This design comes from an exercise in tuning for small area on the open sky130 flow, not from production work.
Function was checked by simulation only, so behaviour that the tests miss may differ from the original.
Power is estimated from default activity; no workload was simulated.

onyx:
==> flow/design.v <==
module rv_dmem #(
  parameter int unsigned DEPTH = 64,
  parameter int unsigned CNT_W = 16,
  localparam int unsigned AW = $clog2(DEPTH)
) (
  input  logic             clk,
  input  logic             rst,
  input  logic [31:0]      req_address,
  input  logic [31:0]      req_wr_data,
  input  logic             req_wr_en,
  input  logic             req_rd_en,
  input  logic [3:0]       req_byte_en,
  output logic [31:0]      dmem_rd_data,
  input  logic             ld_valid,
  input  logic [AW-1:0]    ld_addr,
  input  logic [31:0]      ld_data,
  output logic             ld_ready,
  output logic             init_done,
  output logic             oor_err,
  output logic [CNT_W-1:0] rd_cnt,
  output logic [CNT_W-1:0] wr_cnt
);
  logic              init_q;
  logic [AW-1:0]     clr_ptr_q;
  logic [31:0]       mem [DEPTH];
  logic [31:0]       rd_data_q;
  logic              oor_q;
  logic [CNT_W-1:0]  rd_cnt_q, wr_cnt_q;
  logic [AW-1:0]     widx, waddr;
  logic              req_oor;
  logic              core_rd, core_wr, ld_fire;
  logic [3:0]        wben;
  logic [31:0]       wdata;
  logic [DEPTH-1:0]  rsel, wsel;
  logic [31:0]       rd_raw, rd_word;
  logic              unused_addr;
  assign unused_addr = ^req_address[1:0];
  assign widx    = req_address[AW+1:2];
  assign req_oor = |req_address[31:AW+2];
  assign init_done = init_q;
  assign ld_ready  = init_q & ~req_wr_en;
  assign core_rd = init_q & req_rd_en;
  assign core_wr = init_q & req_wr_en;
  assign ld_fire = ld_valid & ld_ready;
  always_ff @(posedge clk or negedge rst) begin
    if (!rst) begin
      init_q    <= 1'b0;
      clr_ptr_q <= '0;
    end else if (!init_q) begin
      clr_ptr_q <= clr_ptr_q + 1'b1;
      if (clr_ptr_q == AW'(DEPTH - 1)) init_q <= 1'b1;
    end
  end
  always_comb begin
    if (!init_q) begin
      waddr = clr_ptr_q;
      wben  = 4'hF;
      wdata = '0;
    end else if (req_wr_en) begin
      waddr = widx;
      wben  = req_oor ? 4'h0 : req_byte_en;
      wdata = req_wr_data;
    end else begin
      waddr = ld_addr;
      wben  = {4{ld_valid}};
      wdata = ld_data;
    end
  end
  for (genvar k = 0; k < DEPTH; k++) begin : g_row
    assign wsel[k] = (waddr == AW'(k));
    assign rsel[k] = (widx == AW'(k));
    for (genvar b = 0; b < 4; b++) begin : g_byte
      always_ff @(posedge clk) begin
        if (wsel[k] && wben[b]) mem[k][8*b +: 8] <= wdata[8*b +: 8];
      end
    end
  end
  for (genvar j = 0; j < 32; j++) begin : g_col
    logic [DEPTH-1:0] col;
    for (genvar k = 0; k < DEPTH; k++) begin : g_cell
      assign col[k] = mem[k][j];
    end
    logic [21:0] grp;
    for (genvar g = 0; g < 22; g++) begin : g_grp
      if (3 * g + 2 < DEPTH) begin : g_full
        assign grp[g] = (col[3*g] & rsel[3*g]) | (col[3*g+1] & rsel[3*g+1]) | (col[3*g+2] & rsel[3*g+2]);
      end else begin : g_part
        assign grp[g] = col[3*g] & rsel[3*g];
      end
    end
    assign rd_raw[j] = |grp;
  end
  always_comb begin
    for (int b = 0; b < 4; b++) begin
      if (req_wr_en && req_byte_en[b]) rd_word[8*b +: 8] = req_wr_data[8*b +: 8];
      else if (ld_fire && ld_addr == widx) rd_word[8*b +: 8] = ld_data[8*b +: 8];
      else rd_word[8*b +: 8] = rd_raw[8*b +: 8];
    end
    if (req_oor) rd_word = '0;
  end
  always_ff @(posedge clk or negedge rst) begin
    if (!rst) begin
      rd_data_q <= '0;
      oor_q     <= 1'b0;
      rd_cnt_q  <= '0;
      wr_cnt_q  <= '0;
    end else begin
      if (core_rd) rd_data_q <= rd_word;
      if ((core_rd || core_wr) && req_oor) oor_q <= 1'b1;
      if (core_rd && rd_cnt_q != '1) rd_cnt_q <= rd_cnt_q + CNT_W'(1);
      if (core_wr && wr_cnt_q != '1) wr_cnt_q <= wr_cnt_q + CNT_W'(1);
    end
  end
  assign dmem_rd_data = rd_data_q;
  assign oor_err      = oor_q;
  assign rd_cnt       = rd_cnt_q;
  assign wr_cnt       = wr_cnt_q;
endmodule
clock: 6.0 ns
lec_check: 0
cap_margin: 20
core_margin: 2
core_utilization: 50
place_density: 0.82
slew_margin: 20
standard.sh (not shown) runs the stock make flow with config.mk's settings and CLKGATE_MAP_FILE= SYNTH_SCRIPT=/design/flow/synth_recipe.tcl, a recipe that flattens the netlist after the stock synthesis.
==> flow/flow/run.sh <==
#!/bin/bash
# Standard ORFS layout with three changes:
#  - synthesis: the standard synthesis script, except that ABC maps the logic for area
#    (flow/area.abc: delay relaxed, no buffering/sizing; the placer repairs slew and timing);
#    the registers, their names and cells are exactly the standard synthesis's;
#  - clock tree: larger sink clusters driven by clkbuf_16, no dummy loads;
#  - port buffers: buf_1 instead of the default delay buffer.
set -euo pipefail
HERE=$(pwd)
cat > "$HERE/area_synth.tcl" <<EOF
proc abc {args} {
  set i [lsearch -exact \$args -script]
  if {\$i >= 0} { lset args [expr {\$i + 1}] $HERE/flow/area.abc }
  yosys abc {*}\$args
}
source $HERE/synth_recipe.tcl
EOF
CTS="-sink_clustering_enable -repair_clock_nets -dont_use_dummy_load -buf_list sky130_fd_sc_hd__clkbuf_16 -sink_clustering_size 25 -sink_clustering_max_diameter 80 -sink_buffer_max_cap_derate 1.0"
bash standard.sh "SYNTH_SCRIPT=$HERE/area_synth.tcl" "CTS_ARGS=$CTS" "BUFFER_PORTS_ARGS=-buffer_cell sky130_fd_sc_hd__buf_1" finish > make_finish.log 2>&1
==> flow/flow/area.abc <==
&get -n
&st
&dch
&nf -R 1000
&put
onyx: flow completed, timing, DRC and antenna clean
#### Input delta (fjord over onyx)
- PLACE_DENSITY now 0.75, was 0.82
==> comparison <==
Each of the runs, namely onyx and fjord, reached the end of the flow and came out clean. fjord: total routing resource utilization after global routing is 0.53 points lower than what onyx reported. Going from onyx to fjord, power after layout roughly the same; footprint of the multi-input gates lower. | setup slack after layout | lower: onyx |. Total buffers and inverters traversed by the critical path: fjord > onyx. Compared with onyx, in fjord cell area held, power of the combinational group fell by about 3.6%. Run comparison: fjord worst setup path startpoint req_address[7]; onyx worst setup path startpoint req_address[5].

## re-timing with driven ports
The flow's constraints put no driver on any port. The routed layouts listed below were extracted and timed again, unchanged, in two steps. Step 1 (the two cells are an assumption about what drives the block):
set clk [get_ports {clk}]
set_driving_cell -lib_cell sky130_fd_sc_hd__clkbuf_16 $clk
set_driving_cell -lib_cell sky130_fd_sc_hd__buf_2 [delete_from_list [all_inputs] $clk]
Step 2, shift: input delay + t, output delay - t, t = (earliest + latest rising clock arrival at the registers) / 2. This alone moves slack from input paths to output paths. Three values: no drivers, after step 1, after step 2; two values: the first two.
run | t (ns) | slack for setup (ns) | clock arrival spread, ns
onyx | 0.782 | 1.004 / 1.037 / 0.255 | 0.051 / 0.051
fjord | 0.788 | 1.104 / 1.111 / 0.322 | 0.063 / 0.063
After both steps setup and hold are still met in every run listed. For fjord, which loses most, drivers alone change the setup slack by +0.007 ns; drivers and shift together by -0.782 ns.
